What follows belongs to an exercise in optimizing a design on an open flow for small area, a short achievable clock period and few clock cycles; a production flow would make more cautious choices. Power figures rest on the tool's default switching activity, not on a simulated workload.

==> flow/design.v <==
package dvl_pkg;
   localparam int DEFAULT_MAX_FRAMES = 4;
   localparam int HEADER_LEN = 6;
   localparam logic [7:0]  SYNC_BYTE_RST   = 8'h7f;
   localparam logic [7:0]  HEADER_BYTE_RST = 8'h7f;
   localparam logic [15:0] VEL_ID_RST      = 16'h0358;
   localparam logic [15:0] RANGE_ID_RST    = 16'h0458;
   localparam int CSR_IDX_W  = 3;
   localparam int CSR_DATA_W = 16;
   typedef enum logic [CSR_IDX_W-1:0] {
      CSR_SYNC_BYTE   = 3'd0,
      CSR_HEADER_BYTE = 3'd1,
      CSR_VEL_ID      = 3'd2,
      CSR_RANGE_ID    = 3'd3,
      CSR_COUNT_LO    = 3'd4,
      CSR_COUNT_HI    = 3'd5
   } csr_idx_type;
   typedef enum logic [3:0] {
      PH_SYNC    = 4'd0,
      PH_HEADER  = 4'd1,
      PH_SIZE_LO = 4'd2,
      PH_SIZE_HI = 4'd3,
      PH_SPARE   = 4'd4,
      PH_COUNT   = 4'd5,
      PH_OFFSETS = 4'd6,
      PH_WAIT    = 4'd7,
      PH_ID_LO   = 4'd8,
      PH_VEL_SB  = 4'd9,
      PH_VEL_FW  = 4'd10,
      PH_VEL_UP  = 4'd11,
      PH_RANGE   = 4'd12
   } phase_type;
   typedef struct packed {
      logic [7:0]  sync_byte;
      logic [7:0]  header_byte;
      logic [15:0] vel_id;
      logic [15:0] range_id;
   } cfg_type;
   typedef struct packed {
      logic signed [31:0] vel_starboard;
      logic signed [31:0] vel_forward;
      logic signed [31:0] vel_upward;
      logic signed [31:0] bottom_range;
      logic [31:0]        update_count;
   } result_type;
endpackage
module dvl_datagram_velocity_parser_top #(
   parameter int MAX_FRAMES = dvl_pkg::DEFAULT_MAX_FRAMES
) (
   input  logic                              clock,
   input  logic                              reset,
   input  logic                              req_valid,
   output logic                              req_stall,
   input  logic [7:0]                        req_rx_byte,
   output logic                              rsp_valid,
   input  logic                              rsp_stall,
   output logic signed [31:0]                rsp_vel_starboard,
   output logic signed [31:0]                rsp_vel_forward,
   output logic signed [31:0]                rsp_vel_upward,
   output logic signed [31:0]                rsp_bottom_range,
   output logic [31:0]                       rsp_update_count,
   input  logic                              csr_wr_en,
   input  logic [dvl_pkg::CSR_IDX_W-1:0]     csr_index,
   input  logic [dvl_pkg::CSR_DATA_W-1:0]    csr_wdata
);
   localparam int S_SYNC = 0;    
   localparam int S_HEAD = 1;    
   localparam int S_OFF  = 2;    
   localparam int S_WAIT = 3;    
   localparam int S_IDLO = 4;    
   localparam int S_VEL  = 5;    
   localparam int S_RNG  = 6;    
   logic [6:0]  ph;
   logic [15:0] pos;             
   logic [3:0]  sel;             
   logic        hit;             
   logic [7:0]  pb;              
   logic [3:0]  lastsel;         
   logic        done;            
   logic [3:0]  vcnt;            
   logic [7:0]  off_lo [4];      
   logic [7:0]  off_hi [4];
   logic [7:0]  vel_b [12];      
   logic [7:0]  rng_b [4];       
   logic [31:0] cnt_live;        
   logic [31:0] cnt_out;         
   logic        out_v;
   logic        stall;
   logic [7:0]  cfg_sync, cfg_hdr;
   logic [15:0] cfg_vel, cfg_rng;
   logic [7:0]  b;
   logic        acc, take, fin, out_v_n;
   logic        hit_n, fwd, is_vel, is_rng, off_last, cnt_bad, tbl_hi;
   logic [6:0]  ph_n, ph_next;
   logic [31:0] cnt_inc, cnt_n;
   logic [7:0]  b_rst, b_m1, b_hi_m1;
   logic [7:0]  cur_lo, cur_hi;
   logic [3:0]  tbl_slot;
   assign b         = req_rx_byte;
   assign req_stall = stall;
   assign acc       = req_valid & ~stall;
   assign take      = out_v & ~rsp_stall;
   assign fin       = acc & ph[S_RNG] & (vcnt[1:0] == 2'd3);
   always_ff @(posedge clock) begin
      if (reset) begin
         cfg_sync <= dvl_pkg::SYNC_BYTE_RST;
         cfg_hdr  <= dvl_pkg::HEADER_BYTE_RST;
         cfg_vel  <= dvl_pkg::VEL_ID_RST;
         cfg_rng  <= dvl_pkg::RANGE_ID_RST;
      end else if (csr_wr_en) begin
         case (csr_index)
            3'd0: cfg_sync <= csr_wdata[7:0];
            3'd1: cfg_hdr  <= csr_wdata[7:0];
            3'd2: cfg_vel  <= csr_wdata;
            3'd3: cfg_rng  <= csr_wdata;
            default: ;
         endcase
      end
   end
   always_comb begin
      cur_lo = '0;
      cur_hi = '0;
      for (int s = 0; s < 4; s++) begin
         cur_lo = cur_lo | (off_lo[s] & {8{sel[s]}});
         cur_hi = cur_hi | (off_hi[s] & {8{sel[s]}});
      end
   end
   always_comb begin
      for (int s = 0; s < 4; s++) tbl_slot[s] = (pos[3:1] == 3'(s + 3));
   end
   assign tbl_hi = pos[0];
   assign is_vel   = ({pb, b} == cfg_vel);
   assign is_rng   = ({pb, b} == cfg_rng);
   assign fwd      = ph[S_OFF] & tbl_hi & tbl_slot[0];
   assign b_m1     = b - 8'd1;
   assign b_hi_m1  = (pb == 8'd0) ? b_m1 : b;
   assign hit_n    = (pos == {fwd ? b_hi_m1 : cur_hi, cur_lo});
   assign off_last = tbl_hi & |(tbl_slot & lastsel);
   assign cnt_bad  = (b == 8'd0) || (b > 8'(MAX_FRAMES));
   always_comb begin
      ph_n = '0;
      case (1'b1)
         ph[S_SYNC]: if (b == cfg_sync) ph_n[S_HEAD] = 1'b1; else ph_n[S_SYNC] = 1'b1;
         ph[S_HEAD]: begin
            if ((pos[2:0] == 3'd1 && b != cfg_hdr) || (pos[2:0] == 3'd5 && cnt_bad))
               ph_n[S_SYNC] = 1'b1;
            else if (pos[2:0] == 3'd5)
               ph_n[S_OFF] = 1'b1;
            else
               ph_n[S_HEAD] = 1'b1;
         end
         ph[S_OFF]:  if (off_last) ph_n[S_WAIT] = 1'b1; else ph_n[S_OFF] = 1'b1;
         ph[S_WAIT]: begin
            if (done)     ph_n[S_SYNC] = 1'b1;
            else if (hit) ph_n[S_IDLO] = 1'b1;
            else          ph_n[S_WAIT] = 1'b1;
         end
         ph[S_IDLO]: begin
            if (is_vel)      ph_n[S_VEL]  = 1'b1;
            else if (is_rng) ph_n[S_RNG]  = 1'b1;
            else             ph_n[S_WAIT] = 1'b1;
         end
         ph[S_VEL]:  if (vcnt == 4'd11) ph_n[S_WAIT] = 1'b1; else ph_n[S_VEL] = 1'b1;
         ph[S_RNG]:  if (vcnt[1:0] == 2'd3) ph_n[S_SYNC] = 1'b1; else ph_n[S_RNG] = 1'b1;
         default:    ph_n[S_SYNC] = 1'b1;
      endcase
   end
   assign ph_next = acc ? ph_n : ph;
   always_ff @(posedge clock) begin
      if (reset) ph <= 7'(1 << S_SYNC);
      else       ph <= ph_next;
   end
   always_ff @(posedge clock) begin
      if (acc) begin
         pos <= ph[S_SYNC] ? 16'd1 : pos + 16'd1;
         if (ph[S_HEAD]) begin
            sel     <= 4'b0001;
            done    <= 1'b0;
            for (int s = 0; s < 4; s++) lastsel[s] <= (b[2:0] == 3'(s + 1));
         end
         if (ph[S_WAIT] && !done && hit) begin
            sel  <= {sel[2:0], sel[3]};
            done <= |(sel & lastsel);
         end
         hit <= hit_n;
         pb  <= b;
         vcnt <= ph[S_IDLO] ? 4'd0 : vcnt + 4'd1;
      end
   end
   always_ff @(posedge clock) begin
      for (int s = 0; s < 4; s++) begin
         if (acc && ph[S_OFF] && tbl_slot[s] && !tbl_hi)
            off_lo[s] <= b_m1;
         if (acc && ph[S_OFF] && tbl_slot[s] && tbl_hi)
            off_hi[s] <= b_hi_m1;
      end
   end
   assign b_rst = b & {8{~reset}};
   always_ff @(posedge clock) begin
      for (int k = 0; k < 12; k++) begin
         if (reset || (acc && ph[S_VEL] && vcnt == 4'(k))) vel_b[k] <= b_rst;
      end
      for (int k = 0; k < 4; k++) begin
         if (acc && ph[S_RNG] && vcnt[1:0] == 2'(k)) rng_b[k] <= b;
      end
   end
   assign cnt_inc = cnt_live + 32'd1;
   always_comb begin
      cnt_n = fin ? cnt_inc : cnt_live;
      if (csr_wr_en && csr_index == 3'd4) cnt_n[15:0]  = csr_wdata;
      if (csr_wr_en && csr_index == 3'd5) cnt_n[31:16] = csr_wdata;
   end
   always_ff @(posedge clock) begin
      if (reset) cnt_live <= '0;
      else       cnt_live <= cnt_n;
      if (fin) cnt_out <= cnt_inc;
   end
   assign out_v_n = fin | (out_v & ~take);
   always_ff @(posedge clock) begin
      if (reset) begin
         out_v <= 1'b0;
         stall <= 1'b0;
      end else begin
         out_v <= out_v_n;
         stall <= out_v_n & (ph_next[S_VEL] | ph_next[S_RNG]);
      end
   end
   assign rsp_valid         = out_v;
   assign rsp_vel_starboard = {vel_b[3], vel_b[2], vel_b[1], vel_b[0]};
   assign rsp_vel_forward   = {vel_b[7], vel_b[6], vel_b[5], vel_b[4]};
   assign rsp_vel_upward    = {vel_b[11], vel_b[10], vel_b[9], vel_b[8]};
   assign rsp_bottom_range  = {rng_b[3], rng_b[2], rng_b[1], rng_b[0]};
   assign rsp_update_count  = cnt_out;
endmodule
Settings: LEC_CHECK=0, CAP_MARGIN=20, CORE_MARGIN=2, CORE_UTILIZATION=40, SETUP_SLACK_MARGIN=2.5, SLEW_MARGIN=20; clock period 4.5 ns.
run.sh (not shown) runs the stock make flow with config.mk's settings and CLKGATE_MAP_FILE= SYNTH_SCRIPT=/design/flow/synth_recipe.tcl, a recipe that flattens the netlist after the stock synthesis.
The starting point went through all stages and came out clean.
Next try:
--- a/flow/design.v
+++ b/flow/design.v
@@ -131,13 +131,14 @@
    assign tbl_hi = pos[0];
    assign is_vel   = ({pb, b} == cfg_vel);
    assign is_rng   = ({pb, b} == cfg_rng);
    assign fwd      = ph[S_OFF] & tbl_hi & tbl_slot[0];
    assign b_m1     = b - 8'd1;
    assign b_hi_m1  = (pb == 8'd0) ? b_m1 : b;
-   assign hit_n    = (pos == {fwd ? b_hi_m1 : cur_hi, cur_lo});
+   assign hit_n    = fwd ? (cur_lo == 8'd7 && b == {7'd0, pb == 8'd0})
+                         : (pos == {cur_hi, cur_lo});
    assign off_last = tbl_hi & |(tbl_slot & lastsel);
    assign cnt_bad  = (b == 8'd0) || (b > 8'(MAX_FRAMES));
    always_comb begin
       ph_n = '0;
       case (1'b1)
          ph[S_SYNC]: if (b == cfg_sync) ph_n[S_HEAD] = 1'b1; else ph_n[S_SYNC] = 1'b1;
After rerunning: The changed run finished clean; area after synthesis drops by 0.88%; power is about the same; setup slack gains 0.31 ns; die area goes down by 0.86%; core utilization stays flat; wire length fell by 2.3%; design area shrinks by 1.6%; global-route usage is about the same; register-to-register slack is better by 0.29 ns; combinational power shrinks by 6.5%; non-clock buffer count grows by 1; maximum frequency rises by 15%; via count shrinks by 2.7%; sequential cell count is unchanged.
No run of this note included a check of the RTL's function; only the layout flow was run.

[afterwards: timing with drivers on the ports]
No port has a modelled driver above. Below, the same layouts with a new extraction and two added sets of constraints. Step 1 assumes that a clkbuf_16 drives the clock port and a buf_2 every other input. Step 2 times the ports against the registers' clock, not the clock port: input delays grow and output delays shrink by t, the midpoint of the rising clock arrivals with the driver on. a / b / c = ideal ports / drivers / drivers and shift; a / b = the first two.
run | t (ns) | setup slack, ns | worst register clock-pin slew, ns | worst slew at a driven data input, ns
the first run | 0.581 | 2.118 / 2.131 / 1.550 | 0.07 / 0.07 | 0.10
the second run | 0.576 | 2.427 / 2.427 / 1.884 | 0.06 / 0.06 | 0.06
After both steps every run listed still meets setup and hold. The setup slack of the first run, which loses most, moves by +0.013 ns with the drivers and by -0.568 ns with both steps.
